Context: an optimization exercise on an open-source flow, tuned for small area and few clock cycles per item. The choices shown serve that exercise and are no tape-out recipe. At most, simulation tests tie the RTL to the original design; equivalence was not proved. For runs 1 and 2, only the layout was checked, not whether the RTL still works. Power figures rest on the tool's default switching activity, not on a simulated workload.

### design/flow/design.v
`default_nettype none
package pfcm_pkg;
	localparam int PIX_W      = 16;
	localparam int CH_W       = 8;
	localparam int DEPTH_W    = 5;
	localparam int MODE_W     = 2;
	localparam int CFG_IDX_W  = 1;
	localparam int CFG_DATA_W = 5;
	localparam logic [CFG_IDX_W-1:0] REG_BIT_DEPTH  = 1'b0;
	localparam logic [CFG_IDX_W-1:0] REG_COLOR_MODE = 1'b1;
	localparam logic [MODE_W-1:0] MODE_GREY = 2'd0;
	localparam logic [MODE_W-1:0] MODE_SAT  = 2'd1;
	localparam logic [MODE_W-1:0] MODE_HEAT = 2'd2;
	localparam logic [3:0] DM1_RESET = 4'd7;
endpackage
`default_nettype wire
`default_nettype none
module pfcm_chan_red (
	input  wire [2:0]  s,
	input  wire [7:0]  f,
	input  wire        x12,
	output logic [7:0] value
);
	function automatic logic [7:0] mag(input logic [2:0] i);
		case (i)
			3'd0: mag = 8'd47;
			3'd1: mag = 8'd47;
			3'd2: mag = 8'd90;
			3'd3: mag = 8'd165;
			3'd4: mag = 8'd15;
			3'd5: mag = 8'd15;
			3'd6: mag = 8'd19;
			3'd7: mag = 8'd19;
			default: mag = '0;
		endcase
	endfunction
	function automatic logic [9:0] mag3(input logic [2:0] i);
		case (i)
			3'd0: mag3 = 10'd141;
			3'd1: mag3 = 10'd141;
			3'd2: mag3 = 10'd270;
			3'd3: mag3 = 10'd495;
			3'd4: mag3 = 10'd45;
			3'd5: mag3 = 10'd45;
			3'd6: mag3 = 10'd57;
			3'd7: mag3 = 10'd57;
			default: mag3 = '0;
		endcase
	endfunction
	function automatic logic [0:0] neg(input logic [2:0] i);
		case (i)
			3'd0: neg = 1'd0;
			3'd1: neg = 1'd1;
			3'd2: neg = 1'd0;
			3'd3: neg = 1'd0;
			3'd4: neg = 1'd1;
			3'd5: neg = 1'd0;
			3'd6: neg = 1'd1;
			3'd7: neg = 1'd0;
			default: neg = '0;
		endcase
	endfunction
	function automatic logic [15:0] t0(input logic [5:0] i);
		case (i)
			6'd0: t0 = 16'd128;
			6'd1: t0 = 16'd175;
			6'd2: t0 = 16'd222;
			6'd3: t0 = 16'd269;
			6'd4: t0 = 16'd175;
			6'd5: t0 = 16'd222;
			6'd6: t0 = 16'd269;
			6'd7: t0 = 16'd316;
			6'd8: t0 = 16'd316;
			6'd9: t0 = 16'd269;
			6'd10: t0 = 16'd222;
			6'd11: t0 = 16'd175;
			6'd12: t0 = 16'd269;
			6'd13: t0 = 16'd222;
			6'd14: t0 = 16'd175;
			6'd15: t0 = 16'd128;
			6'd16: t0 = 16'd128;
			6'd17: t0 = 16'd218;
			6'd18: t0 = 16'd308;
			6'd19: t0 = 16'd398;
			6'd20: t0 = 16'd218;
			6'd21: t0 = 16'd308;
			6'd22: t0 = 16'd398;
			6'd23: t0 = 16'd488;
			6'd24: t0 = 16'd23168;
			6'd25: t0 = 16'd23333;
			6'd26: t0 = 16'd23498;
			6'd27: t0 = 16'd23663;
			6'd28: t0 = 16'd23333;
			6'd29: t0 = 16'd23498;
			6'd30: t0 = 16'd23663;
			6'd31: t0 = 16'd23828;
			6'd32: t0 = 16'd61628;
			6'd33: t0 = 16'd61613;
			6'd34: t0 = 16'd61598;
			6'd35: t0 = 16'd61583;
			6'd36: t0 = 16'd61613;
			6'd37: t0 = 16'd61598;
			6'd38: t0 = 16'd61583;
			6'd39: t0 = 16'd61568;
			6'd40: t0 = 16'd61568;
			6'd41: t0 = 16'd61583;
			6'd42: t0 = 16'd61598;
			6'd43: t0 = 16'd61613;
			6'd44: t0 = 16'd61583;
			6'd45: t0 = 16'd61598;
			6'd46: t0 = 16'd61613;
			6'd47: t0 = 16'd61628;
			6'd48: t0 = 16'd60620;
			6'd49: t0 = 16'd60601;
			6'd50: t0 = 16'd60582;
			6'd51: t0 = 16'd60563;
			6'd52: t0 = 16'd60601;
			6'd53: t0 = 16'd60582;
			6'd54: t0 = 16'd60563;
			6'd55: t0 = 16'd60544;
			6'd56: t0 = 16'd60544;
			6'd57: t0 = 16'd60563;
			6'd58: t0 = 16'd60582;
			6'd59: t0 = 16'd60601;
			6'd60: t0 = 16'd60563;
			6'd61: t0 = 16'd60582;
			6'd62: t0 = 16'd60601;
			6'd63: t0 = 16'd60620;
			default: t0 = '0;
		endcase
	endfunction
	logic [9:0] m1, m2, m3;
	logic [7:0] fp;
	logic [15:0] cc_v;
	logic [9:0] rw [1:3];
	always_comb begin
		m1 = 10'(mag(s));
		m2 = m1 << 1;
		m3 = mag3(s);
		fp = f ^ {8{neg(s)}};
		cc_v = t0({s, x12, f[1:0]});
		for (int k = 1; k < 4; k++)
			case (fp[2*k +: 2])
				2'd0: rw[k] = 10'd0;
				2'd1: rw[k] = m1;
				2'd2: rw[k] = m2;
				default: rw[k] = m3;
			endcase
	end
	logic t_1, t_2, t_3, t_4, t_5, t_6, t_7, t_8, t_9, t_10, t_11, t_12, t_13, t_14, t_15, t_16, t_17, t_18, t_19, t_20, t_21, t_22, t_23, t_24, t_25, t_26, t_27, t_28, t_29, t_30, t_31, t_32, t_33, t_34, t_35, t_36;
	logic [15:0] ra, rb, z;
	assign t_1 = rw[1][4] ^ rw[2][2];
	assign t_2 = rw[1][4] & rw[2][2];
	assign t_3 = rw[1][5] ^ rw[2][3] ^ rw[3][1];
	assign t_4 = (rw[1][5] & rw[2][3]) | (rw[1][5] & rw[3][1]) | (rw[2][3] & rw[3][1]);
	assign t_5 = rw[1][6] ^ rw[2][4] ^ rw[3][2];
	assign t_6 = (rw[1][6] & rw[2][4]) | (rw[1][6] & rw[3][2]) | (rw[2][4] & rw[3][2]);
	assign t_7 = rw[1][7] ^ rw[2][5] ^ rw[3][3];
	assign t_8 = (rw[1][7] & rw[2][5]) | (rw[1][7] & rw[3][3]) | (rw[2][5] & rw[3][3]);
	assign t_9 = rw[1][8] ^ rw[2][6] ^ rw[3][4];
	assign t_10 = (rw[1][8] & rw[2][6]) | (rw[1][8] & rw[3][4]) | (rw[2][6] & rw[3][4]);
	assign t_11 = rw[2][7] ^ rw[3][5];
	assign t_12 = rw[2][7] & rw[3][5];
	assign t_13 = rw[2][8] ^ rw[3][6];
	assign t_14 = rw[2][8] & rw[3][6];
	assign t_15 = rw[1][2] ^ rw[2][0];
	assign t_16 = rw[1][2] & rw[2][0];
	assign t_17 = rw[1][3] ^ rw[2][1] ^ cc_v[5];
	assign t_18 = (rw[1][3] & rw[2][1]) | (rw[1][3] & cc_v[5]) | (rw[2][1] & cc_v[5]);
	assign t_19 = rw[3][0] ^ cc_v[6] ^ t_1;
	assign t_20 = (rw[3][0] & cc_v[6]) | (rw[3][0] & t_1) | (cc_v[6] & t_1);
	assign t_21 = cc_v[7] ^ t_2 ^ t_3;
	assign t_22 = (cc_v[7] & t_2) | (cc_v[7] & t_3) | (t_2 & t_3);
	assign t_23 = cc_v[8] ^ t_4 ^ t_5;
	assign t_24 = (cc_v[8] & t_4) | (cc_v[8] & t_5) | (t_4 & t_5);
	assign t_25 = cc_v[9] ^ t_6 ^ t_7;
	assign t_26 = (cc_v[9] & t_6) | (cc_v[9] & t_7) | (t_6 & t_7);
	assign t_27 = cc_v[10] ^ t_8 ^ t_9;
	assign t_28 = (cc_v[10] & t_8) | (cc_v[10] & t_9) | (t_8 & t_9);
	assign t_29 = cc_v[11] ^ t_10 ^ t_11;
	assign t_30 = (cc_v[11] & t_10) | (cc_v[11] & t_11) | (t_10 & t_11);
	assign t_31 = cc_v[12] ^ t_12 ^ t_13;
	assign t_32 = (cc_v[12] & t_12) | (cc_v[12] & t_13) | (t_12 & t_13);
	assign t_33 = rw[3][7] ^ cc_v[13] ^ t_14;
	assign t_34 = (rw[3][7] & cc_v[13]) | (rw[3][7] & t_14) | (cc_v[13] & t_14);
	assign t_35 = rw[3][8] ^ cc_v[14];
	assign t_36 = rw[3][8] & cc_v[14];
	assign ra = {cc_v[15], t_34, t_32, t_30, t_28, t_26, t_24, t_22, t_20, t_18, t_16, cc_v[4], rw[1][1], rw[1][0], cc_v[1], cc_v[0]};
	assign rb = {t_36, t_35, t_33, t_31, t_29, t_27, t_25, t_23, t_21, t_19, t_17, t_15, cc_v[3], cc_v[2], 1'b0, 1'b0};
	assign z = ra + rb;
	assign value = z[15:8];
endmodule
module pfcm_chan_green (
	input  wire [2:0]  s,
	input  wire [7:0]  f,
	input  wire        x12,
	output logic [7:0] value
);
	function automatic logic [7:0] mag(input logic [2:0] i);
		case (i)
			3'd0: mag = 8'd50;
			3'd1: mag = 8'd146;
			3'd2: mag = 8'd6;
			3'd3: mag = 8'd35;
			3'd4: mag = 8'd85;
			3'd5: mag = 8'd140;
			3'd6: mag = 8'd19;
			3'd7: mag = 8'd236;
			default: mag = '0;
		endcase
	endfunction
	function automatic logic [9:0] mag3(input logic [2:0] i);
		case (i)
			3'd0: mag3 = 10'd150;
			3'd1: mag3 = 10'd438;
			3'd2: mag3 = 10'd18;
			3'd3: mag3 = 10'd105;
			3'd4: mag3 = 10'd255;
			3'd5: mag3 = 10'd420;
			3'd6: mag3 = 10'd57;
			3'd7: mag3 = 10'd708;
			default: mag3 = '0;
		endcase
	endfunction
	function automatic logic [0:0] neg(input logic [2:0] i);
		case (i)
			3'd0: neg = 1'd0;
			3'd1: neg = 1'd0;
			3'd2: neg = 1'd1;
			3'd3: neg = 1'd0;
			3'd4: neg = 1'd1;
			3'd5: neg = 1'd1;
			3'd6: neg = 1'd0;
			3'd7: neg = 1'd0;
			default: neg = '0;
		endcase
	endfunction
	function automatic logic [15:0] t0(input logic [5:0] i);
		case (i)
			6'd0: t0 = 16'd128;
			6'd1: t0 = 16'd178;
			6'd2: t0 = 16'd228;
			6'd3: t0 = 16'd278;
			6'd4: t0 = 16'd178;
			6'd5: t0 = 16'd228;
			6'd6: t0 = 16'd278;
			6'd7: t0 = 16'd328;
			6'd8: t0 = 16'd12928;
			6'd9: t0 = 16'd13074;
			6'd10: t0 = 16'd13220;
			6'd11: t0 = 16'd13366;
			6'd12: t0 = 16'd13074;
			6'd13: t0 = 16'd13220;
			6'd14: t0 = 16'd13366;
			6'd15: t0 = 16'd13512;
			6'd16: t0 = 16'd48792;
			6'd17: t0 = 16'd48786;
			6'd18: t0 = 16'd48780;
			6'd19: t0 = 16'd48774;
			6'd20: t0 = 16'd48786;
			6'd21: t0 = 16'd48780;
			6'd22: t0 = 16'd48774;
			6'd23: t0 = 16'd48768;
			6'd24: t0 = 16'd48768;
			6'd25: t0 = 16'd48803;
			6'd26: t0 = 16'd48838;
			6'd27: t0 = 16'd48873;
			6'd28: t0 = 16'd48803;
			6'd29: t0 = 16'd48838;
			6'd30: t0 = 16'd48873;
			6'd31: t0 = 16'd48908;
			6'd32: t0 = 16'd36308;
			6'd33: t0 = 16'd36223;
			6'd34: t0 = 16'd36138;
			6'd35: t0 = 16'd36053;
			6'd36: t0 = 16'd36223;
			6'd37: t0 = 16'd36138;
			6'd38: t0 = 16'd36053;
			6'd39: t0 = 16'd35968;
			6'd40: t0 = 16'd688;
			6'd41: t0 = 16'd548;
			6'd42: t0 = 16'd408;
			6'd43: t0 = 16'd268;
			6'd44: t0 = 16'd548;
			6'd45: t0 = 16'd408;
			6'd46: t0 = 16'd268;
			6'd47: t0 = 16'd128;
			6'd48: t0 = 16'd128;
			6'd49: t0 = 16'd147;
			6'd50: t0 = 16'd166;
			6'd51: t0 = 16'd185;
			6'd52: t0 = 16'd147;
			6'd53: t0 = 16'd166;
			6'd54: t0 = 16'd185;
			6'd55: t0 = 16'd204;
			6'd56: t0 = 16'd4992;
			6'd57: t0 = 16'd5228;
			6'd58: t0 = 16'd5464;
			6'd59: t0 = 16'd5700;
			6'd60: t0 = 16'd5228;
			6'd61: t0 = 16'd5464;
			6'd62: t0 = 16'd5700;
			6'd63: t0 = 16'd5936;
			default: t0 = '0;
		endcase
	endfunction
	logic [9:0] m1, m2, m3;
	logic [7:0] fp;
	logic [15:0] cc_v;
	logic [9:0] rw [1:3];
	always_comb begin
		m1 = 10'(mag(s));
		m2 = m1 << 1;
		m3 = mag3(s);
		fp = f ^ {8{neg(s)}};
		cc_v = t0({s, x12, f[1:0]});
		for (int k = 1; k < 4; k++)
			case (fp[2*k +: 2])
				2'd0: rw[k] = 10'd0;
				2'd1: rw[k] = m1;
				2'd2: rw[k] = m2;
				default: rw[k] = m3;
			endcase
	end
	logic t_1, t_2, t_3, t_4, t_5, t_6, t_7, t_8, t_9, t_10, t_11, t_12, t_13, t_14, t_15, t_16, t_17, t_18, t_19, t_20, t_21, t_22, t_23, t_24, t_25, t_26, t_27, t_28, t_29, t_30, t_31, t_32, t_33, t_34, t_35, t_36, t_37, t_38, t_39, t_40;
	logic [15:0] ra, rb, z;
	assign t_1 = rw[1][4] ^ rw[2][2];
	assign t_2 = rw[1][4] & rw[2][2];
	assign t_3 = rw[1][5] ^ rw[2][3] ^ rw[3][1];
	assign t_4 = (rw[1][5] & rw[2][3]) | (rw[1][5] & rw[3][1]) | (rw[2][3] & rw[3][1]);
	assign t_5 = rw[1][6] ^ rw[2][4] ^ rw[3][2];
	assign t_6 = (rw[1][6] & rw[2][4]) | (rw[1][6] & rw[3][2]) | (rw[2][4] & rw[3][2]);
	assign t_7 = rw[1][7] ^ rw[2][5] ^ rw[3][3];
	assign t_8 = (rw[1][7] & rw[2][5]) | (rw[1][7] & rw[3][3]) | (rw[2][5] & rw[3][3]);
	assign t_9 = rw[1][8] ^ rw[2][6] ^ rw[3][4];
	assign t_10 = (rw[1][8] & rw[2][6]) | (rw[1][8] & rw[3][4]) | (rw[2][6] & rw[3][4]);
	assign t_11 = rw[1][9] ^ rw[2][7] ^ rw[3][5];
	assign t_12 = (rw[1][9] & rw[2][7]) | (rw[1][9] & rw[3][5]) | (rw[2][7] & rw[3][5]);
	assign t_13 = rw[2][8] ^ rw[3][6];
	assign t_14 = rw[2][8] & rw[3][6];
	assign t_15 = rw[2][9] ^ rw[3][7];
	assign t_16 = rw[2][9] & rw[3][7];
	assign t_17 = rw[1][2] ^ rw[2][0];
	assign t_18 = rw[1][2] & rw[2][0];
	assign t_19 = rw[1][3] ^ rw[2][1] ^ cc_v[5];
	assign t_20 = (rw[1][3] & rw[2][1]) | (rw[1][3] & cc_v[5]) | (rw[2][1] & cc_v[5]);
	assign t_21 = rw[3][0] ^ cc_v[6] ^ t_1;
	assign t_22 = (rw[3][0] & cc_v[6]) | (rw[3][0] & t_1) | (cc_v[6] & t_1);
	assign t_23 = cc_v[7] ^ t_2 ^ t_3;
	assign t_24 = (cc_v[7] & t_2) | (cc_v[7] & t_3) | (t_2 & t_3);
	assign t_25 = cc_v[8] ^ t_4 ^ t_5;
	assign t_26 = (cc_v[8] & t_4) | (cc_v[8] & t_5) | (t_4 & t_5);
	assign t_27 = cc_v[9] ^ t_6 ^ t_7;
	assign t_28 = (cc_v[9] & t_6) | (cc_v[9] & t_7) | (t_6 & t_7);
	assign t_29 = cc_v[10] ^ t_8 ^ t_9;
	assign t_30 = (cc_v[10] & t_8) | (cc_v[10] & t_9) | (t_8 & t_9);
	assign t_31 = cc_v[11] ^ t_10 ^ t_11;
	assign t_32 = (cc_v[11] & t_10) | (cc_v[11] & t_11) | (t_10 & t_11);
	assign t_33 = cc_v[12] ^ t_12 ^ t_13;
	assign t_34 = (cc_v[12] & t_12) | (cc_v[12] & t_13) | (t_12 & t_13);
	assign t_35 = cc_v[13] ^ t_14 ^ t_15;
	assign t_36 = (cc_v[13] & t_14) | (cc_v[13] & t_15) | (t_14 & t_15);
	assign t_37 = rw[3][8] ^ t_16;
	assign t_38 = rw[3][8] & t_16;
	assign t_39 = rw[3][9] ^ cc_v[15];
	assign t_40 = rw[3][9] & cc_v[15];
	assign ra = {t_38, t_36, t_34, t_32, t_30, t_28, t_26, t_24, t_22, t_20, t_18, cc_v[4], rw[1][1], rw[1][0], cc_v[1], cc_v[0]};
	assign rb = {t_39, t_37, t_35, t_33, t_31, t_29, t_27, t_25, t_23, t_21, t_19, t_17, cc_v[3], cc_v[2], 1'b0, 1'b0};
	assign z = ra + rb;
	assign value = z[15:8];
endmodule
module pfcm_chan_blue (
	input  wire [2:0]  s,
	input  wire [7:0]  f,
	input  wire        x12,
	output logic [7:0] value
);
	function automatic logic [7:0] mag(input logic [2:0] i);
		case (i)
			3'd0: mag = 8'd140;
			3'd1: mag = 8'd115;
			3'd2: mag = 8'd221;
			3'd3: mag = 8'd34;
			3'd4: mag = 8'd11;
			3'd5: mag = 8'd11;
			3'd6: mag = 8'd142;
			3'd7: mag = 8'd113;
			default: mag = '0;
		endcase
	endfunction
	function automatic logic [9:0] mag3(input logic [2:0] i);
		case (i)
			3'd0: mag3 = 10'd420;
			3'd1: mag3 = 10'd345;
			3'd2: mag3 = 10'd663;
			3'd3: mag3 = 10'd102;
			3'd4: mag3 = 10'd33;
			3'd5: mag3 = 10'd33;
			3'd6: mag3 = 10'd426;
			3'd7: mag3 = 10'd339;
			default: mag3 = '0;
		endcase
	endfunction
	function automatic logic [0:0] neg(input logic [2:0] i);
		case (i)
			3'd0: neg = 1'd0;
			3'd1: neg = 1'd0;
			3'd2: neg = 1'd1;
			3'd3: neg = 1'd1;
			3'd4: neg = 1'd0;
			3'd5: neg = 1'd1;
			3'd6: neg = 1'd0;
			3'd7: neg = 1'd0;
			default: neg = '0;
		endcase
	endfunction
	function automatic logic [15:0] t0(input logic [5:0] i);
		case (i)
			6'd0: t0 = 16'd128;
			6'd1: t0 = 16'd268;
			6'd2: t0 = 16'd408;
			6'd3: t0 = 16'd548;
			6'd4: t0 = 16'd268;
			6'd5: t0 = 16'd408;
			6'd6: t0 = 16'd548;
			6'd7: t0 = 16'd688;
			6'd8: t0 = 16'd35968;
			6'd9: t0 = 16'd36083;
			6'd10: t0 = 16'd36198;
			6'd11: t0 = 16'd36313;
			6'd12: t0 = 16'd36083;
			6'd13: t0 = 16'd36198;
			6'd14: t0 = 16'd36313;
			6'd15: t0 = 16'd36428;
			6'd16: t0 = 16'd9716;
			6'd17: t0 = 16'd9495;
			6'd18: t0 = 16'd9274;
			6'd19: t0 = 16'd9053;
			6'd20: t0 = 16'd9495;
			6'd21: t0 = 16'd9274;
			6'd22: t0 = 16'd9053;
			6'd23: t0 = 16'd8832;
			6'd24: t0 = 16'd264;
			6'd25: t0 = 16'd230;
			6'd26: t0 = 16'd196;
			6'd27: t0 = 16'd162;
			6'd28: t0 = 16'd230;
			6'd29: t0 = 16'd196;
			6'd30: t0 = 16'd162;
			6'd31: t0 = 16'd128;
			6'd32: t0 = 16'd128;
			6'd33: t0 = 16'd139;
			6'd34: t0 = 16'd150;
			6'd35: t0 = 16'd161;
			6'd36: t0 = 16'd139;
			6'd37: t0 = 16'd150;
			6'd38: t0 = 16'd161;
			6'd39: t0 = 16'd172;
			6'd40: t0 = 16'd172;
			6'd41: t0 = 16'd161;
			6'd42: t0 = 16'd150;
			6'd43: t0 = 16'd139;
			6'd44: t0 = 16'd161;
			6'd45: t0 = 16'd150;
			6'd46: t0 = 16'd139;
			6'd47: t0 = 16'd128;
			6'd48: t0 = 16'd128;
			6'd49: t0 = 16'd270;
			6'd50: t0 = 16'd412;
			6'd51: t0 = 16'd554;
			6'd52: t0 = 16'd270;
			6'd53: t0 = 16'd412;
			6'd54: t0 = 16'd554;
			6'd55: t0 = 16'd696;
			6'd56: t0 = 16'd36480;
			6'd57: t0 = 16'd36593;
			6'd58: t0 = 16'd36706;
			6'd59: t0 = 16'd36819;
			6'd60: t0 = 16'd36593;
			6'd61: t0 = 16'd36706;
			6'd62: t0 = 16'd36819;
			6'd63: t0 = 16'd36932;
			default: t0 = '0;
		endcase
	endfunction
	logic [9:0] m1, m2, m3;
	logic [7:0] fp;
	logic [15:0] cc_v;
	logic [9:0] rw [1:3];
	always_comb begin
		m1 = 10'(mag(s));
		m2 = m1 << 1;
		m3 = mag3(s);
		fp = f ^ {8{neg(s)}};
		cc_v = t0({s, x12, f[1:0]});
		for (int k = 1; k < 4; k++)
			case (fp[2*k +: 2])
				2'd0: rw[k] = 10'd0;
				2'd1: rw[k] = m1;
				2'd2: rw[k] = m2;
				default: rw[k] = m3;
			endcase
	end
	logic t_1, t_2, t_3, t_4, t_5, t_6, t_7, t_8, t_9, t_10, t_11, t_12, t_13, t_14, t_15, t_16, t_17, t_18, t_19, t_20, t_21, t_22, t_23, t_24, t_25, t_26, t_27, t_28, t_29, t_30, t_31, t_32, t_33, t_34, t_35, t_36, t_37, t_38, t_39, t_40;
	logic [15:0] ra, rb, z;
	assign t_1 = rw[1][4] ^ rw[2][2];
	assign t_2 = rw[1][4] & rw[2][2];
	assign t_3 = rw[1][5] ^ rw[2][3] ^ rw[3][1];
	assign t_4 = (rw[1][5] & rw[2][3]) | (rw[1][5] & rw[3][1]) | (rw[2][3] & rw[3][1]);
	assign t_5 = rw[1][6] ^ rw[2][4] ^ rw[3][2];
	assign t_6 = (rw[1][6] & rw[2][4]) | (rw[1][6] & rw[3][2]) | (rw[2][4] & rw[3][2]);
	assign t_7 = rw[1][7] ^ rw[2][5] ^ rw[3][3];
	assign t_8 = (rw[1][7] & rw[2][5]) | (rw[1][7] & rw[3][3]) | (rw[2][5] & rw[3][3]);
	assign t_9 = rw[1][8] ^ rw[2][6] ^ rw[3][4];
	assign t_10 = (rw[1][8] & rw[2][6]) | (rw[1][8] & rw[3][4]) | (rw[2][6] & rw[3][4]);
	assign t_11 = rw[1][9] ^ rw[2][7] ^ rw[3][5];
	assign t_12 = (rw[1][9] & rw[2][7]) | (rw[1][9] & rw[3][5]) | (rw[2][7] & rw[3][5]);
	assign t_13 = rw[2][8] ^ rw[3][6];
	assign t_14 = rw[2][8] & rw[3][6];
	assign t_15 = rw[2][9] ^ rw[3][7];
	assign t_16 = rw[2][9] & rw[3][7];
	assign t_17 = rw[1][2] ^ rw[2][0];
	assign t_18 = rw[1][2] & rw[2][0];
	assign t_19 = rw[1][3] ^ rw[2][1] ^ cc_v[5];
	assign t_20 = (rw[1][3] & rw[2][1]) | (rw[1][3] & cc_v[5]) | (rw[2][1] & cc_v[5]);
	assign t_21 = rw[3][0] ^ cc_v[6] ^ t_1;
	assign t_22 = (rw[3][0] & cc_v[6]) | (rw[3][0] & t_1) | (cc_v[6] & t_1);
	assign t_23 = cc_v[7] ^ t_2 ^ t_3;
	assign t_24 = (cc_v[7] & t_2) | (cc_v[7] & t_3) | (t_2 & t_3);
	assign t_25 = cc_v[8] ^ t_4 ^ t_5;
	assign t_26 = (cc_v[8] & t_4) | (cc_v[8] & t_5) | (t_4 & t_5);
	assign t_27 = cc_v[9] ^ t_6 ^ t_7;
	assign t_28 = (cc_v[9] & t_6) | (cc_v[9] & t_7) | (t_6 & t_7);
	assign t_29 = cc_v[10] ^ t_8 ^ t_9;
	assign t_30 = (cc_v[10] & t_8) | (cc_v[10] & t_9) | (t_8 & t_9);
	assign t_31 = cc_v[11] ^ t_10 ^ t_11;
	assign t_32 = (cc_v[11] & t_10) | (cc_v[11] & t_11) | (t_10 & t_11);
	assign t_33 = cc_v[12] ^ t_12 ^ t_13;
	assign t_34 = (cc_v[12] & t_12) | (cc_v[12] & t_13) | (t_12 & t_13);
	assign t_35 = cc_v[13] ^ t_14 ^ t_15;
	assign t_36 = (cc_v[13] & t_14) | (cc_v[13] & t_15) | (t_14 & t_15);
	assign t_37 = rw[3][8] ^ t_16;
	assign t_38 = rw[3][8] & t_16;
	assign t_39 = rw[3][9] ^ cc_v[15];
	assign t_40 = rw[3][9] & cc_v[15];
	assign ra = {t_38, t_36, t_34, t_32, t_30, t_28, t_26, t_24, t_22, t_20, t_18, cc_v[4], rw[1][1], rw[1][0], cc_v[1], cc_v[0]};
	assign rb = {t_39, t_37, t_35, t_33, t_31, t_29, t_27, t_25, t_23, t_21, t_19, t_17, cc_v[3], cc_v[2], 1'b0, 1'b0};
	assign z = ra + rb;
	assign value = z[15:8];
endmodule
`default_nettype wire
`default_nettype none
import pfcm_pkg::*;
module pixel_false_color_mapper (
	input  wire                              clk,
	input  wire                              arst_n,
	input  wire                              cfg_valid,
	output logic                             cfg_ready,
	input  wire [pfcm_pkg::CFG_IDX_W-1:0]    cfg_index,
	input  wire [pfcm_pkg::CFG_DATA_W-1:0]   cfg_data,
	input  wire                              s_axis_tvalid,
	output logic                             s_axis_tready,
	input  wire [pfcm_pkg::PIX_W-1:0]        s_axis_tdata,    
	output logic                             m_axis_tvalid,
	input  wire                              m_axis_tready,
	output logic [3*pfcm_pkg::CH_W-1:0]      m_axis_tdata     
);
	logic [3:0] dm1_q;
	logic       heat_q, satm_q;
	assign cfg_ready = 1'b1;
	always_ff @(posedge clk or negedge arst_n) begin
		if (!arst_n) begin
			dm1_q  <= DM1_RESET;
			heat_q <= 1'b0;
			satm_q <= 1'b0;
		end else if (cfg_valid) begin
			if (cfg_index == REG_BIT_DEPTH) begin
				if (cfg_data == 5'd0)
					dm1_q <= 4'd0;
				else if (cfg_data[4])
					dm1_q <= 4'd15;
				else
					dm1_q <= cfg_data[3:0] - 4'd1;
			end else begin
				heat_q <= (cfg_data[1:0] == MODE_HEAT);
				satm_q <= (cfg_data[1:0] == MODE_SAT);
			end
		end
	end
	logic v_q;
	assign s_axis_tready = !v_q || m_axis_tready;
	assign m_axis_tvalid = v_q;
	always_ff @(posedge clk or negedge arst_n) begin
		if (!arst_n)
			v_q <= 1'b0;
		else if (s_axis_tready)
			v_q <= s_axis_tvalid;
	end
	logic [15:0] pix;
	logic [15:0] msk;
	logic [15:0] pm;
	logic        over;
	logic [12:1] xp;
	logic [12:1] x;
	logic        sat;
	logic [15:0] r8;
	logic [16:0] y;
	logic        yb;
	logic        inc, dec;
	logic [7:0]  g;
	logic [11:0] val_n;
	always_comb begin
		pix = s_axis_tdata;
		for (int i = 0; i < 16; i++)
			msk[i] = (4'(i) <= dm1_q);
		pm   = pix & msk;
		over = |(pix & ~msk);
		for (int k = 1; k <= 12; k++) begin
			xp[k] = 1'b0;
			for (int dd = 1; dd <= 16; dd++)
				if (dm1_q == 4'(dd - 1))
					xp[k] = pix[dd - 1 - ((k - 1) % dd)];
		end
		x = over ? '1 : xp;
		sat = over;
		if (!over) begin
			sat = 1'b1;
			for (int i = 1; i < 16; i++)
				if (msk[i] && !pix[i]) sat = 1'b0;
		end
		r8[15:8] = pix[7:0] & msk[15:8];
		r8[7:0]  = 8'd0;
		if (dm1_q >= 4'd7) begin
			for (int j = 0; j < 8; j++)
				r8[7 - j] = xp[1 + j];
		end else begin
			for (int dd = 1; dd <= 7; dd++)
				if (dm1_q == 4'(dd - 1))
					for (int i = 0; i < dd; i++)
						r8[i] = pix[(i + 8 * dd - 8) % dd];
		end
		y   = {1'b0, r8} - {1'b0, pm};
		yb  = y[dm1_q];
		inc = !over && !y[16] && yb;
		dec = !over && y[16] && !yb;
		g = {x[1], x[2], x[3], x[4], x[5], x[6], x[7], x[8]} + 8'(inc) - 8'(dec);
		if (heat_q)
			val_n = {x[12], x[1], x[2], x[3], x[4], x[5], x[6], x[7], x[8], x[9], x[10], x[11]};
		else
			val_n = {3'b000, satm_q && sat, g};
	end
	logic [11:0] val_q;
	logic        hm_q;
	always_ff @(posedge clk) begin
		if (s_axis_tready) begin
			val_q <= val_n;
			hm_q  <= heat_q;
		end
	end
	logic [7:0] hv [0:2];
	pfcm_chan_red   u_red   (.s(val_q[10:8]), .f(val_q[7:0]), .x12(val_q[11]), .value(hv[0]));
	pfcm_chan_green u_green (.s(val_q[10:8]), .f(val_q[7:0]), .x12(val_q[11]), .value(hv[1]));
	pfcm_chan_blue  u_blue  (.s(val_q[10:8]), .f(val_q[7:0]), .x12(val_q[11]), .value(hv[2]));
	always_comb begin
		if (hm_q)
			m_axis_tdata = {hv[2], hv[1], hv[0]};
		else if (val_q[8])
			m_axis_tdata = 24'h0000ff;
		else
			m_axis_tdata = {3{val_q[7:0]}};
	end
endmodule
`default_nettype wire
### design/flow/flow/run.sh
#!/bin/bash
# Layout flow: the standard ORFS flow, with two synthesis changes and smaller port buffers.
#  - synthesis uses a local copy of the ORFS scripts whose area ABC script runs &deepsyn
#    and area-oriented mapping; half adders are left to ABC as plain gates.
#  - port buffers are sky130_fd_sc_hd__buf_1 (every port still gets its own buffer).
# Each step's full output goes to a log file in this folder.
set -euo pipefail
WORK=$(pwd)
rm -rf "$WORK/scripts_local"
cp -r "$FLOW_HOME/scripts" "$WORK/scripts_local"
cat > "$WORK/scripts_local/abc_area.script" <<'ABC'
strash
&get -n
&deepsyn -T 120
&put
dch
map -a
topo
stime -c
buffer -c
upsize -c
dnsize -c
ABC
DU_BASE=$(make -s -f - print <<'MK'
include $(FLOW_HOME)/platforms/sky130hd/config.mk
print:
	@echo $(DONT_USE_CELLS)
MK
)
bash standard.sh SCRIPTS_DIR="$WORK/scripts_local" \
	DONT_USE_CELLS="$DU_BASE sky130_fd_sc_hd__ha_1 sky130_fd_sc_hd__ha_2 sky130_fd_sc_hd__ha_4" \
	synth > "$WORK/synth.log" 2>&1
bash standard.sh BUFFER_PORTS_ARGS="-buffer_cell sky130_fd_sc_hd__buf_1" \
	CTS_ARGS="-buf_list sky130_fd_sc_hd__clkbuf_4 -dont_use_dummy_load" \
	finish > "$WORK/layout.log" 2>&1
### design/flow/standard.sh
#!/bin/bash
# synth_recipe.tcl (not shown) runs the flow's synth.tcl, then flattens the netlist and writes it again
# the make line also repeats each setting of config.mk as NAME=value (left out here)
make -C /OpenROAD-flow-scripts/flow DESIGN_CONFIG=/design/flow/config.mk WORK_HOME=/design/flow/orfs CLKGATE_MAP_FILE= SYNTH_SCRIPT=/design/flow/synth_recipe.tcl "${@:-finish}"
### design/flow/config.mk
export PLATFORM = sky130hd
export DESIGN_NAME = pixel_false_color_mapper
export DESIGN_NICKNAME = pixel_false_color_mapper
export VERILOG_FILES = /design/flow/design.v
export SDC_FILE = /design/flow/constraint.sdc
export NUM_CORES = 4
export LEC_CHECK = 0
export ABC_AREA = 1
export CAP_MARGIN = 20
export CORE_MARGIN = 2
export CORE_UTILIZATION = 40
export GPL_TIMING_DRIVEN = 0
export SETUP_SLACK_MARGIN = 0.1
export SLEW_MARGIN = 20
### design/flow/constraint.sdc
create_clock -name core_clock -period 8.0 [get_ports {clk}]
set_input_delay 1.6000 -clock core_clock [delete_from_list [all_inputs] [get_ports {clk}]]
set_output_delay 1.6000 -clock core_clock [all_outputs]
set_load 0.01 [all_outputs]
==> flow_summary.ini, run 1 <==
[logic_synthesis]
synth_edf_count = 13
synth_mux_area_share_pct = 0.130
synthDominantCellAreaShare_pct = 12.7
syn_area_per_cell_um2 = 5.91
synth-adder-area-share_pct = 11.6
synth_top_family_by_area = compound AO/OA/AOI/OAI gates
synth_ff_type = edfxtp_1
synthSimpleGateAreaFrac_pct = 31.1
yosys.area_share.xor_xnor_pct = 5.69
syn-num-nets = 1373
yosysTopAreaCell = nor2_1
ys_seq_elements = 20
synth-compound-area-share_pct = 31.5
synthArstFlopShare_pct = 35.0
syn_area_um2 = 7700
yosysWarningCount = 8
yosysSeqAreaShare_pct = 7.39
synth_area_leaders = nor2_1 13%, fa_1 11%, inv_1 9.2%, nand2_1 9.1%, a21oi_1 7.5%
yosysUniqueCellTypes = 77
syn_inst = 1303

[global_routing]
grt_pass1_vias = 9132
gr-usage-all-layers_pct = 35.1
grt_max_degree = 16
grt_pass1_wl_mm = 54.4
gr-total-overflow = 0
antenna_found_initial = 0

[setup_path]
crit_start = val_q[8]
cp_data_required_time_ns = 6.40
cpMaxStageDelayCell = fa_1
path_buf_inv = 9
worstPathMaxFanout = 7
arrival_ns = 6.05
crit_type = reg -> out
max_stage_delay_ns = 0.55
cp-end-kind = output port
cp-start-kind = register
crit_family = simple AND/OR/NAND/NOR gates
r2r-start = dm1_q[0]

[sta]
max_freq_mhz = 131
fin_ws_ns = 0.352
relSlewSlack_pct = 26.7
fin_crit_ns = 7.65
tightest_slew_ns = 1.10
post-route-period-util_pct = 95.6
finClkSkew_ns = 0.0191
finalHoldViolCount = 0
setup_viol = 0
rsz0062_at_grt = true
slew_viol_final = 0

[clocking]
clk_pin_slew_worst_paths_ns = 0.12
clk_path_buf_depth = 2
clk-insertion-delay-late_ns = 0.30
clkSinkCount = 20
root_buffer = clkbuf_4
tritoncts = yes
cts_buffers = 3
cts_hold_buf = 0
htree_levels = 1

[drt]
drt_iter0_drc = 1282
firstDrtPassIters = 6
antenna_left = 0
vias = 10100
drt-wirelength-per-cell_um = 22.0
totalWireLength_mm = 36.4
drc = 0
drt-vias-per-instance = 6.09

[hold_path]
holdCritStartpoint = heat_q
hold_path_class = reg -> reg

[pwr]
powerDensity_nw_per_um2 = 469
power_leakage_nw = 3.92
peakVddDrop_mv = 0.631

[final_layout]
nets = 1468
antenna_cells = 0
layout-drive-gt1-share_pct = 17.5
utilization_pct = 47.7
syn_to_final_growth_pct = 16.5

[placement]
gp_congestion = 1.04
dp_hpwl_mm = 29.3
io_buffers = 47
post-place-ws_ns = -0.889

[floorplanning]
die-height_um = 143
die_w_um = 143
core.rowCount = 50
initial_core_util_pct = 40.9
io_pins = 54
core_area_um2 = 18800
design.die.area_um2 = 20400

[job]
maxCapViolCount = 0

[status]
outcome = finished clean
-- power by group --
group	leakage (nW)	total, mW	internal (mW)	switching (mW)
logic	3.72	4.01	1.55	2.46
clock network	0.0138	0.0473	0.0175	0.0298
registers	0.186	0.146	0.128	0.0173
total	3.92	4.21	1.70	2.51
-- worst reg2reg max path: cells and delay by family (launching register included) --
kind	cells	cell delay, ns
AOI/OAI and AO/OA	11	1.89
and+or+nand+nor	22	3.06
adders and majority gates	1	0.43
buffers and inverters	7	0.94
DFF	1	0.56
-- repair_timing --
item                                    in CTS  in global routing
setup buffers                                7                 36
pin swaps                                    6                 20
hold endpoints to repair                     0                  0
endpoints found under the setup margin       9                 10
gates resized for setup                     35                104
-- sequential cells by signal (all words and copies together) (netlist names) --
signal / count
v_q: 1
satm_q: 1
dm1_q: 4
heat_q: 1
val_q: 12
hm_q: 1
-- final cells by class --
type                            instances  area [µm²]
Buffer                                 26         124
Clock buffer                            3        22.5
Fill cell                            2062        9860
Inverter                              223         898
Multi-Input combinational cell       1034        6520
Sequential cell                        20         569
Tap cell                              260         325
Timing Repair Buffer                   90         515
-- placed cells by master, fill, tap and decap left out, drive strengths merged, types with 8 or more instances in the layout --
master   instances
xnor2           17
a32oi           12
a2111oi          9
nor2           290
nand3           24
nor3            26
fa              43
a21oi          118
a22oi           22
o21ai           89
xor2            33
inv            216
clkbuf          22
o21bai           8
buf             97
nand2          190
or2             14
a31oi           13
o22ai           50
o221ai          12
edfxtp          13
-- per-stage QoR --
step           power [mW]  hold slack, ns  instance area [µm²]  TNS [ns]  std cells
3_5_place_dp         3.75           0.431                 8200     -1.66       1610
5_1_grt              4.62           0.468                 8970         0       1656
3_3_place_gp         3.71           0.426                 8200     -1.84       1610
6_report             4.21           0.460                 8970         0       1656
2_1_floorplan        2.85           0.420                 7700         0       1303
4_1_cts              3.86           0.462                 8410         0       1620
-- path summary, 6_finish.rpt --
kind / cells after the start / to / slack, ns
max in group asynchronous: 1 / dm1_q[0] / 6.52
hold / removal: 0 / hm_q / 0.46
setup reg to reg: 41 / val_q[6] / 0.97
min in group asynchronous: 1 / dm1_q[3] / 1.17
hold reg to reg: 0 / hm_q / 0.46
setup / recovery: 36 / m_axis_tdata[7] / 0.35
-- synthesized netlist by cell type, types with 4 or more instances --
cell type / number
a2111oi_0: 7
xor2_1: 33
o221ai_1: 11
xnor2_1: 17
a22oi_1: 21
a211oi_1: 5
or2_2: 9
nand2_2: 4
nand4_1: 4
buf_2: 4
o31ai_1: 6
o21ai_2: 5
fa_1: 43
nor2_4: 11
nor2_2: 18
nor3_1: 23
or2_1: 4
o2111ai_1: 4
clkbuf_1: 18
o21bai_1: 7
inv_2: 25
dfrtp_1: 4
edfxtp_1: 13
o21ai_1: 11
a32oi_1: 12
inv_1: 188
a21oi_1: 115
nor2_1: 260
o22ai_1: 50
o211ai_1: 6
a31oi_1: 12
nand3_1: 23
nand2_1: 186
o21ai_0: 73
clkinv_1: 4
nor4_1: 4
-- cells by family (layout without fill, tap and decap cells) --
family,Yosys count,count (layout)
simple gates,556,556
compound gates,380,380
buf+inv,249,342
xor+xnor,50,50
fa+ha+maj,46,46
flops,20,20
other cells,1,1
mux,1,1
-- routing by layer --
layer	vias up	GRT usage, %	share of wire (%)
li1	4583	-	-
met1	4761	55.4	47
met2	678	47.6	38
met3	71	9.49	13
met4	0	5.21	2.1
met5	-	0	0
==> run 2, diff against run 1 <==
==> design/flow/flow/run.sh (replaced) <==
#!/bin/bash
# Layout flow: the standard ORFS flow, with two synthesis changes.
#  - synthesis uses a local copy of the ORFS scripts whose area ABC script runs &deepsyn
#    and area-oriented mapping; half adders are left to ABC as plain gates.
# Each step's full output goes to a log file in this folder.
set -euo pipefail
WORK=$(pwd)
rm -rf "$WORK/scripts_local"
cp -r "$FLOW_HOME/scripts" "$WORK/scripts_local"
cat > "$WORK/scripts_local/abc_area.script" <<'ABC'
strash
&get -n
&deepsyn -T 120
&put
dch
map -a
topo
stime -c
buffer -c
upsize -c
dnsize -c
ABC
DU_BASE=$(make -s -f - print <<'MK'
include $(FLOW_HOME)/platforms/sky130hd/config.mk
print:
	@echo $(DONT_USE_CELLS)
MK
)
bash standard.sh SCRIPTS_DIR="$WORK/scripts_local" \
	DONT_USE_CELLS="$DU_BASE sky130_fd_sc_hd__ha_1 sky130_fd_sc_hd__ha_2 sky130_fd_sc_hd__ha_4" \
	synth > "$WORK/synth.log" 2>&1
bash standard.sh finish > "$WORK/layout.log" 2>&1
==> run 2 against run 1 <==
  * Still clean
  * Setup slack improved by 0.057 ns
  * Final cell count fell by 0.60%
  * Count of clock-buffer cells in the layout rose by 1
  * Die area did not move
  * Clock skew fell by 0.014 ns
  * Final area rose by 2.6%
  * Global-route usage fell by 1.8 points
  * Clock power rose to 2.6 times the previous value
  * Combinational power rose by 5%
  * Synthesized cell count did not move
  * Worst hold slack got worse by 0.020 ns
  * Critical endpoint unchanged
  * Largest power group unchanged
==> flow_summary.ini, run 2 <==
[floorplanning]
die-height_um = 143
core.rowCount = 50
io_pins = 54
die_w_um = 143
design.die.area_um2 = 20400
initial_core_util_pct = 40.9
core_area_um2 = 18800

[final_layout]
fillCellCount = 1998
antenna_cells = 0
syn_to_final_growth_pct = 19.6
finalNonFillerCells = 1646
top_regs = val_q: 12 flops, dm1_q: 4 flops
layout-drive-gt1-share_pct = 16.9
finish.instance_area_um2 = 9210
final-seq-area_um2 = 569
layout_common_cells = 228 x nor2_1, 178 x nand2_1, 173 x inv_1, 106 x a21oi_1, 68 x o21ai_0
largest_reg_flops = 12
utilization_pct = 48.9
nets = 1457
regMostFlops = val_q
mostFrequentLayoutCell = nor2_1
multi_input_area_um2 = 6490

[setup_path]
crit_family = simple AND/OR/NAND/NOR gates
worstPathMaxFanout = 8
crit_type = reg -> out
cp-end-kind = output port
cpMaxStageDelayCell = fa_1
cp_data_required_time_ns = 6.40
cp-start-kind = register
max_stage_delay_ns = 0.56
path_buf_inv = 7
arrival_ns = 5.99

[drt]
vias = 9783
drt_iter0_drc = 1217
drt-wirelength-per-cell_um = 20.9
dr_wl_met3_mm = 5.05
firstDrtPassIters = 6
wl_met2_mm = 13.3
antenna_left = 0
totalWireLength_mm = 34.5
drt-vias-per-instance = 5.94
drc = 0
highest_layer = met4
wl_met1_mm = 15.5

[global_routing]
antenna_found_initial = 0
gr-usage-all-layers_pct = 33.3
grt_max_degree = 16
grt_pass1_wl_mm = 51.6
gr-total-overflow = 0
grt_pass1_vias = 8867

[logic_synthesis]
synth_common_cells = 260 x nor2_1, 188 x inv_1, 186 x nand2_1
synth_area_leaders = nor2_1 13%, fa_1 11%, inv_1 9.2%, nand2_1 9.1%, a21oi_1 7.5%
yosysSeqAreaShare_pct = 7.39
syn_inst = 1303
synth_edf_count = 13
syn-num-nets = 1373
yosysMostFrequentCell = nor2_1
yosysUniqueCellTypes = 77
syn_area_um2 = 7700
syn_area_per_cell_um2 = 5.91
synthDominantCellAreaShare_pct = 12.7
synthArstFlopShare_pct = 35.0
yosysWarningCount = 8
ys_seq_elements = 20
yosysTopAreaCell = nor2_1
synth_ff_type = edfxtp_1

[job]
maxCapViolCount = 0

[placement]
io_buffers = 47
dpl_cell_area_um2 = 8500
dp_hpwl_mm = 27.9
post-place-ws_ns = -1.27
dp_cells = 1610
gp_congestion = 1.03

[clocking]
tritoncts = yes
clk_path_buf_depth = 2
cts_buffers = 3
root_buffer = clkbuf_16
clk-insertion-delay-late_ns = 0.26
clkSinkCount = 20
clk_pin_slew_worst_paths_ns = 0.06
cts_hold_buf = 0
htree_levels = 1

[sta]
relSlewSlack_pct = 16.1
finClkSkew_ns = 0.00531
rsz0062_at_grt = false
max_freq_mhz = 132
fin_setup_tns_ns = 0
post-route-period-util_pct = 94.9
setup_viol = 0
tightest_slew_ns = 1.23
finalHoldViolCount = 0
fin_ws_ns = 0.408
slew_viol_final = 0
fin_crit_ns = 7.59

[pwr]
powerDensity_nw_per_um2 = 485
peakVddDrop_mv = 0.629
power_leakage_nw = 4.01

[status]
outcome = finished clean

[hold_path]
hold_path_class = reg -> reg
run 2: cell types whose count changed in the layout (fill, tap and decap cells not counted), sizes merged, moves of 2 or more:
cell	change
dlymetal6s2s	+3
buf	-56
clkinvlp	+2
inv	-2
clkdlybuf4s50	+42
run 2: area by class of cell:
cell class / instances / share of cell area, %
buffer: 26 / 1.39
clock buffer: 4 / 1.09
inverter: 223 / 9.67
multi-input combinational: 1034 / 70.5
sequential: 20 / 6.18
tap: 260 / 3.53
timing repair buffer: 79 / 7.69
run 2: path summary, 6_finish.rpt:
check	startpoint	to	slack [ns]	cells after the start
max	val_q[8]	m_axis_tdata[7]	0.41	34
max reg2reg	dm1_q[3]	val_q[6]	0.99	39
max in group asynchronous	arst_n	dm1_q[1]	6.11	1
min reg2reg	heat_q	hm_q	0.44	0
min	heat_q	hm_q	0.44	0
min in group asynchronous	arst_n	dm1_q[3]	1.60	1
run 2: through the flow:
stage / hold slack [ns] / total power [mW]
final: 0.440 / 4.47
after global routing: 0.449 / 4.89
after CTS: 0.438 / 4.31
after detailed placement: 0.424 / 4.07
after global placement: 0.430 / 4.03
after floorplan: 0.420 / 2.85
run 2: cell families after synthesis:
logic type,Yosys count,synth area share (%)
buf+inv,249,12.6
mux,1,0.130
compound gates,380,31.5
fa+ha+maj,46,11.6
flops,20,7.39
xor+xnor,50,5.69
other cells,1,0.0487
simple gates,556,31.1
run 2: where the power goes:
group	leakage (nW)	switching, mW	internal [mW]	total [mW]
sequential	0.186	0.0179	0.129	0.147
clock	0.0493	0.0387	0.0867	0.125
combinational	3.77	2.40	1.80	4.20
total	4.01	2.46	2.01	4.47
run 2: layer usage:
layer | vias up | global-route usage [%]
met4 | 0 | 5.78
met2 | 636 | 44.3
li1 | 4559 | -
met1 | 4534 | 49.9
met5 | - | 0
met3 | 54 | 13.9
run 2: what timing repair did:
item / CTS / global route
resized for setup: 56 / 81
cloned: 0 / 0
setup buffers: 12 / 20
setup endpoints to repair: 14 / 14
pin swaps: 7 / 16
==> run 3, diff against run 2 <==
--- a/design/flow/design.v
+++ b/design/flow/design.v
@@ -600,4 +600,5 @@
 	logic [15:0] msk;
 	logic [15:0] pm;
+	logic [15:0] pl;
 	logic        over;
 	logic [12:1] xp;
@@ -605,6 +606,6 @@
 	logic        sat;
 	logic [15:0] r8;
-	logic [16:0] y;
-	logic        yb;
+	logic [15:0] top;
+	logic        ge;
 	logic        inc, dec;
 	logic [7:0]  g;
@@ -616,10 +617,12 @@
 		pm   = pix & msk;
 		over = |(pix & ~msk);
-		for (int k = 1; k <= 12; k++) begin
-			xp[k] = 1'b0;
-			for (int dd = 1; dd <= 16; dd++)
-				if (dm1_q == 4'(dd - 1))
-					xp[k] = pix[dd - 1 - ((k - 1) % dd)];
-		end
+		pl = pix << ~dm1_q;
+		for (int k = 1; k <= 12; k++)
+			xp[k] = pl[16 - k];
+		for (int k = 2; k <= 12; k++)
+			if (dm1_q < 4'(k - 1))
+				for (int dd = 1; dd < k; dd++)
+					if (dm1_q == 4'(dd - 1))
+						xp[k] = pl[15 - ((k - 1) % dd)];
 		x = over ? '1 : xp;
 		sat = over;
@@ -640,8 +643,9 @@
 						r8[i] = pix[(i + 8 * dd - 8) % dd];
 		end
-		y   = {1'b0, r8} - {1'b0, pm};
-		yb  = y[dm1_q];
-		inc = !over && !y[16] && yb;
-		dec = !over && y[16] && !yb;
+		for (int i = 0; i < 16; i++)
+			top[i] = msk[i] && ((i == 15) ? 1'b1 : !msk[i + 1]);
+		ge  = (r8 >= (pm ^ top));
+		inc = !over && !xp[1] && ge;
+		dec = !over && xp[1] && !ge;
 		g = {x[1], x[2], x[3], x[4], x[5], x[6], x[7], x[8]} + 8'(inc) - 8'(dec);
 		if (heat_q)
--- a/design/flow/flow/run.sh
+++ b/design/flow/flow/run.sh
@@ -1,6 +1,8 @@
 #!/bin/bash
-# Layout flow: the standard ORFS flow, with two synthesis changes.
+# Layout flow: the standard ORFS flow, with two synthesis changes, smaller port buffers and a smaller clock tree.
 #  - synthesis uses a local copy of the ORFS scripts whose area ABC script runs &deepsyn
-#    and area-oriented mapping; half adders are left to ABC as plain gates.
+#    and area-oriented mapping (amap); half adders are left to ABC as plain gates.
+#  - port buffers are sky130_fd_sc_hd__buf_1 (every port still gets its own buffer).
+#  - the clock tree uses sky130_fd_sc_hd__clkbuf_8 and no dummy loads.
 # Each step's full output goes to a log file in this folder.
 set -euo pipefail
@@ -13,6 +15,6 @@
 &deepsyn -T 120
 &put
-dch
-map -a
+dch -f
+amap
 topo
 stime -c
@@ -30,3 +32,5 @@
 	DONT_USE_CELLS="$DU_BASE sky130_fd_sc_hd__ha_1 sky130_fd_sc_hd__ha_2 sky130_fd_sc_hd__ha_4" \
 	synth > "$WORK/synth.log" 2>&1
-bash standard.sh finish > "$WORK/layout.log" 2>&1
+bash standard.sh BUFFER_PORTS_ARGS="-buffer_cell sky130_fd_sc_hd__buf_1" \
+	CTS_ARGS="-buf_list sky130_fd_sc_hd__clkbuf_8 -dont_use_dummy_load" \
+	finish > "$WORK/layout.log" 2>&1
==> run 3 against run 2 <==
  * Still clean on timing, DRC and antenna
  * Setup slack worse by 0.074 ns
  * Critical path depth is 1 higher
  * Core utilization is 1.5 points lower
  * Clock skew is 0.0022 ns lower
  * Sequential share of layout area is 1.0 points higher
  * Global-route usage is 2.4 points lower
  * Fmax is 0.97% lower
  * Largest cell class unchanged
  * Largest power group unchanged
==> flow_summary.ini, run 3 <==
[global_routing]
antenna_found_initial = 0
grt_max_degree = 16
grt_pass1_wl_mm = 43.9
gr-total-overflow = 0
gr-usage-all-layers_pct = 30.9
grt_pass1_vias = 7796

[placement]
dp_hpwl_mm = 23.5
io_buffers = 51
gp_congestion = 1.02

[sta]
fin_crit_ns = 7.67
fin_setup_tns_ns = 0
finalHoldViolCount = 0
slew_viol_final = 0
max_freq_mhz = 130
relSlewSlack_pct = 39.1
post-route-period-util_pct = 95.8
setup_viol = 0
finClkSkew_ns = 0.00311
tightest_slew_ns = 0.905
rsz0062_at_grt = false

[final_layout]
syn_to_final_growth_pct = 15.1
multi_input_area_um2 = 5780
layout_common_cells = 237 x nor2_1, 132 x inv_1, 82 x a21oi_1, 82 x nand2_1, 71 x o21ai_0
antenna_cells = 0
mostFrequentLayoutCell = nor2_1
nets = 1261
regMostFlops = val_q
fillCellCount = 1823
layout-drive-gt1-share_pct = 13.5
top_regs = val_q: 12 flops, dm1_q: 4 flops
final-seq-area_um2 = 569
largest_reg_flops = 12
utilization_pct = 47.4

[logic_synthesis]
ys_seq_elements = 20
yosysMostFrequentCell = nor2_1
syn_area_um2 = 6860
synth_edf_count = 13
yosysWarningCount = 8
syn_area_per_cell_um2 = 6.23
syn-num-nets = 1170
syn_inst = 1101
yosysTopAreaCell = nor2_1
synth_area_leaders = nor2_1 13%, fa_1 12%, inv_1 7.5%, a21oi_1 6.2%, o22ai_1 5.8%
yosysSeqAreaShare_pct = 8.30
yosysUniqueCellTypes = 69
synthDominantCellAreaShare_pct = 13.5
synth_common_cells = 246 x nor2_1, 137 x inv_1, 85 x a21oi_1, 85 x nand2_1, 77 x o21ai_0
synthArstFlopShare_pct = 35.0
synth_ff_type = edfxtp_1

[clocking]
cts_buffers = 3
clkSinkCount = 20
tritoncts = yes
clk-insertion-delay-late_ns = 0.26
htree_levels = 1
clk_path_buf_depth = 2
root_buffer = clkbuf_8
cts_hold_buf = 0
clk_pin_slew_worst_paths_ns = 0.07

[drt]
firstDrtPassIters = 7
vias = 8868
drt-wirelength-per-cell_um = 20.6
drc = 0
drt_iter0_drc = 1316
antenna_left = 0
drt-vias-per-instance = 6.29
totalWireLength_mm = 29.0

[floorplanning]
die-height_um = 135
io_pins = 54
initial_core_util_pct = 41.2
design.die.area_um2 = 18200
core_area_um2 = 16600
die_w_um = 135
core.rowCount = 47

[setup_path]
cp-end-kind = output port
worstPathMaxFanout = 10
path_common_cell = o21ai_2
cp-start-kind = register
r2r_slack_ns = 1.83
crit_type = reg -> out
cp_data_required_time_ns = 6.40
arrival_ns = 6.07
max_stage_delay_ns = 0.56
cpMaxStageDelayCell = fa_1

[status]
outcome = finished clean

[hold_path]
hold_path_class = reg -> reg

[pwr]
power_leakage_nw = 3.17
peakVddDrop_mv = 0.330
powerDensity_nw_per_um2 = 384

[job]
maxCapViolCount = 0
-- run 3: cell count changes after synthesis, moves of 12 or more --
cell	change
a211oi_1	+12
a21oi_1	-30
inv_1	-51
inv_2	-22
nand2_1	-101
nand3_1	-15
nor2_1	-14
nor3_1	+13
o21a_1	+31
o22ai_1	+14
xnor2_1	-17
xor2_1	-33
-- run 3: report_power, final --
part | switching [mW] | leakage [nW] | internal [mW] | total [mW]
Combinational | 1.75 | 2.96 | 1.07 | 2.83
Clock | 0.0337 | 0.0216 | 0.0336 | 0.0673
Sequential | 0.00934 | 0.195 | 0.125 | 0.134
-- run 3: cells by family (layout without fill, tap and decap cells) --
logic type,count (synthesis),after routing,share of synthesized area (%)
AOI/OAI and AO/OA,420,420,40.5
adders and majority gates,42,42,12.3
DFF,20,20,8.30
and+or+nand+nor,435,435,28.0
buffers and inverters,183,272,10.9
other,1,1,0.0547
-- run 3: per-layer routing --
layer,GRT usage [%],vias to the layer above,share of wire [%],routed length [µm]
met5,0,-,0,0
met4,9.71,0,4.1,1190
met3,4.80,102,11,3090
met2,46.8,582,43,12400
met1,44.9,4063,43,12300
li1,-,4121,-,-
-- run 3: per-stage QoR --
step / hold slack [ns] / setup WS, ns / std cells / cell area (µm²) / power, mW
finish: 0.492 / 0.334 / 1410 / 7890 / 3.03
global route: 0.514 / 0.0520 / 1410 / 7890 / 3.36
CTS: 0.498 / 0.0675 / 1376 / 7430 / 2.90
detailed placement: 0.479 / -0.394 / 1372 / 7320 / 2.80
global placement: 0.474 / -0.336 / 1372 / 7320 / 2.76
floorplan: 0.453 / 1.24 / 1101 / 6860 / 2.16
-- run 3: path summary, 6_finish.rpt --
path,from,end,cells after the start
setup / recovery,val_q[8],m_axis_tdata[7],35
hold / removal,heat_q,hm_q,0
setup reg to reg,dm1_q[2],val_q[6],27
hold reg to reg,heat_q,hm_q,0
max in group asynchronous,arst_n,dm1_q[2],1
min in group asynchronous,arst_n,satm_q,1
-- run 3: what timing repair did --
action                     4_1_cts  5_1_grt
hold endpoints to repair         0        0
buffers inserted                 1       34
pin swaps                        1       16
setup endpoints to repair        7        8
resized for setup               15       55
-- run 3: area by class of cell --
cell class | count | area share, %
well taps | 220 | 3.49
inverters | 151 | 7.47
clock buffers | 3 | 0.523
multi-input cells | 898 | 73.2
flip-flops and latches | 20 | 7.22
repair buffers | 86 | 5.77
plain buffers | 32 | 2.28
-- run 3: worst max-delay path: cells and delay by family (launching register included) --
| family | cells | cell delay (ns) |
|---|---|---|
| AO/OA/AOI/OAI | 10 | 1.36 |
| adder cells (fa/ha/maj) | 2 | 1.03 |
| AND/OR/NAND/NOR | 18 | 2.40 |
| flip-flops | 1 | 0.36 |
| buffers and inverters | 5 | 0.64 |
Testbench counts of run 3, summed over its fixed seeds: cycles 16,078, items 16,000.
==> run 4, diff against run 3 <==
--- a/design/flow/flow/run.sh
+++ b/design/flow/flow/run.sh
@@ -2,5 +2,5 @@
 # Layout flow: the standard ORFS flow, with two synthesis changes, smaller port buffers and a smaller clock tree.
 #  - synthesis uses a local copy of the ORFS scripts whose area ABC script runs &deepsyn
-#    and area-oriented mapping (amap); half adders are left to ABC as plain gates.
+#    and area-oriented mapping; half adders are left to ABC as plain gates.
 #  - port buffers are sky130_fd_sc_hd__buf_1 (every port still gets its own buffer).
 #  - the clock tree uses sky130_fd_sc_hd__clkbuf_8 and no dummy loads.
@@ -15,6 +15,6 @@
 &deepsyn -T 120
 &put
-dch -f
-amap
+dch
+map -a
 topo
 stime -c
==> run 4 against run 3 <==
  * Final cell count up 8.2%
  * Global-route usage rose by 1.3 points
  * Largest cell class unchanged
  * Combinational power grew 28%
  * Count of clock-buffer cells in the layout unchanged
  * Highest routed layer unchanged
  * Sequential share of layout area down 0.19 points
  * Critical path depth grew 1
  * Final area increased by 2.7%
  * Worst hold slack better by 0.049 ns
  * Via count up 1.1%
  * Core utilization shrank 1.9 points
==> flow_summary.ini, run 4 <==
[drt]
vias = 8964
drc = 0
drt-wirelength-per-cell_um = 20.7
totalWireLength_mm = 31.5
drt-vias-per-instance = 5.88
antenna_left = 0
drt_iter0_drc = 1160
firstDrtPassIters = 5

[logic_synthesis]
yosysMostFrequentCell = nor2_1
synth_area_leaders = nor2_1 14%, fa_1 12%, inv_1 9.9%, nand2_1 8.9%, o21ai_0 7.2%
synthDominantCellAreaShare_pct = 14.0
syn_inst = 1214
synth_ff_type = edfxtp_1
synthArstFlopShare_pct = 35.0
ys_seq_elements = 20
yosysWarningCount = 8
syn_area_um2 = 7190
synth_edf_count = 13
yosysUniqueCellTypes = 69
syn-num-nets = 1283
syn_area_per_cell_um2 = 5.93
yosysTopAreaCell = nor2_1
yosysSeqAreaShare_pct = 7.91
synth_common_cells = 268 x nor2_1, 189 x inv_1, 171 x nand2_1

[pwr]
peakVddDrop_mv = 0.542
powerDensity_nw_per_um2 = 473
power_leakage_nw = 3.60

[floorplanning]
die-height_um = 138
core.rowCount = 49
io_pins = 54
die_w_um = 138
design.die.area_um2 = 19100
initial_core_util_pct = 40.5
core_area_um2 = 17800

[final_layout]
syn_to_final_growth_pct = 12.6
layout-drive-gt1-share_pct = 10.8
nets = 1367
fillCellCount = 2008
top_regs = val_q: 12 flops, dm1_q: 4 flops
layout_common_cells = 248 x nor2_1, 186 x inv_1, 169 x nand2_1, 101 x o21ai_0, 72 x a21oi_1
finalNonFillerCells = 1525
largest_reg_flops = 12
multi_input_area_um2 = 5860
regMostFlops = val_q
antenna_cells = 0
final-seq-area_um2 = 569
mostFrequentLayoutCell = nor2_1

[placement]
dp_hpwl_mm = 26.1
io_buffers = 51
gp_congestion = 1.05
dp_cells = 1494

[clocking]
clk_pin_slew_worst_paths_ns = 0.07
root_buffer = clkbuf_8
clk-insertion-delay-late_ns = 0.26
clkSinkCount = 20
tritoncts = yes
clk_path_buf_depth = 2
cts_buffers = 3
htree_levels = 1

[sta]
max_freq_mhz = 133
tightest_slew_ns = 1.06
hold_ws_ns = 0.541
rsz0062_at_grt = true
setup_viol = 0
post-route-period-util_pct = 93.9
finClkSkew_ns = 0.00680
relSlewSlack_pct = 28.5
slew_viol_final = 0
finalHoldViolCount = 0
fin_crit_ns = 7.51

[setup_path]
path_common_cell = nor2_4
arrival_ns = 5.91
path_buf_inv = 9
cp-end-kind = output port
cp_data_required_time_ns = 6.40
worstPathMaxFanout = 9
cpMaxStageDelayCell = fa_1
crit_family = simple AND/OR/NAND/NOR gates
crit_type = reg -> out
max_stage_delay_ns = 0.48
cp-start-kind = register

[global_routing]
gr-total-overflow = 0
grt_max_degree = 16
grt_pass1_vias = 8246
antenna_found_initial = 0
gr-usage-all-layers_pct = 32.2
grt_pass1_wl_mm = 48.5

[job]
maxCapViolCount = 0

[status]
outcome = finished clean

[hold_path]
hold_path_class = reg -> reg
-- run 4: metrics by stage --
stage               power, mW  setup WS, ns  area, µm²  TNS, ns  util [%]
floorplan                2.75          1.22       7190        0         -
global placement         3.56       -0.0119       7670  -0.0119      43.1
detailed placement       3.59        0.0815       7670        0      43.1
CTS                      3.67         0.121       7750        0      43.6
global route             4.26        0.0617       8100        0      45.6
finish                   3.83         0.487       8100        0      45.6
-- run 4: cells by family after synthesis --
group / Yosys count / synth area share [%]
flops: 20 / 7.91
fa+ha+maj: 43 / 11.8
simple gates: 529 / 31.5
mux: 1 / 0.139
other cells: 1 / 0.0521
buf+inv: 231 / 13.2
compound gates: 340 / 29.4
xor+xnor: 49 / 5.97
-- run 4: worst register-to-register path, cell delays in order, from the launching register on --
cell and delay (ns):
dfstp_2 0.54, inv_1 0.15, nor2_1 0.73, inv_1 0.38, nor2_1 0.36, inv_1 0.11, o2111ai_1 0.56, nor2_1 0.13
inv_1 0.16, nand2_1 0.09, o22ai_1 0.17, a21oi_1 0.08, a221oi_1 0.42, o221a_2 0.28, a211oi_1 0.10, nand3_1 0.18
o21ai_0 0.16, nand2_1 0.13, inv_1 0.05, fa_1 0.38, o21ai_0 0.11, a21o_1 0.19, nor2_1 0.05, a21oi_1 0.14
xor2_1 0.16, a21oi_1 0.09
-- run 4: final cells by class --
cell class                      count  area share, %
Multi-Input combinational cell    964           72.3
Inverter                          205           9.70
Sequential cell                    20           7.03
Timing Repair Buffer               78           4.87
Tap cell                          229           3.54
Buffer                             26           2.05
Clock buffer                        3          0.510
-- run 4: what timing repair did --
item                                    in CTS  in global routing
cloned                                       0                  1
pin swaps                                    0                 11
endpoints found under the setup margin       4                  9
gates resized for setup                      8                 43
hold buffers                                 0                  0
setup buffers                                1                 26
-- run 4: metal layers --
metal	vias up	track usage, %	wire, µm
li1	4216	-	-
met1	4173	50.5	14700
met2	513	44.5	12300
met3	62	7.38	3860
met4	0	6.71	704
met5	-	0	0
-- run 4: path summary, 6_finish.rpt --
kind	cells past startpoint	to	slack, ns	start
max	36	m_axis_tdata[7]	0.49	val_q[9]
min	2	satm_q	0.54	satm_q
max reg2reg	25	val_q[6]	1.85	dm1_q[2]
min reg2reg	2	satm_q	0.54	satm_q
max in group asynchronous	1	dm1_q[2]	6.47	arst_n
min in group asynchronous	1	heat_q	1.23	arst_n
-- run 4: where the power goes --
part / switching (mW) / internal [mW] / total, mW
logic: 2.23 / 1.39 / 3.62
registers: 0.0143 / 0.128 / 0.142
clock network: 0.0316 / 0.0335 / 0.0651
total: 2.28 / 1.55 / 3.83

[port drivers added, routing unchanged]
The flow's constraints put no driver on any port. The routed layouts listed below were extracted and timed again, unchanged, in two steps. Step 1 assumes that a clkbuf_16 drives the clock port and a buf_2 every other input. Step 2 also shifts input and output timing later by t, the mid clock arrival at the registers, as if the neighbouring blocks saw the same clock. Three values: no drivers, after step 1, after step 2; two values: the first two.
run | t, ns | slack for setup (ns) | worst setup path after step 2 | worst data-port slew with drivers (ns) | cell pins on the clock port's net
run 1 | 0.316 | 0.352 / 0.329 / 0.176 | input to register | 0.03 | 1
run 2 | 0.284 | 0.408 / 0.378 / 0.258 | input to register | 0.04 | 1
run 3 | 0.282 | 0.334 / 0.311 / 0.593 | register to output | 0.03 | 1
run 4 | 0.280 | 0.487 / 0.460 / 0.741 | register to output | 0.05 | 1
After both steps every run listed still meets setup and hold. For run 1, which loses most, drivers alone change the setup slack by -0.023 ns; drivers and shift together by -0.176 ns.
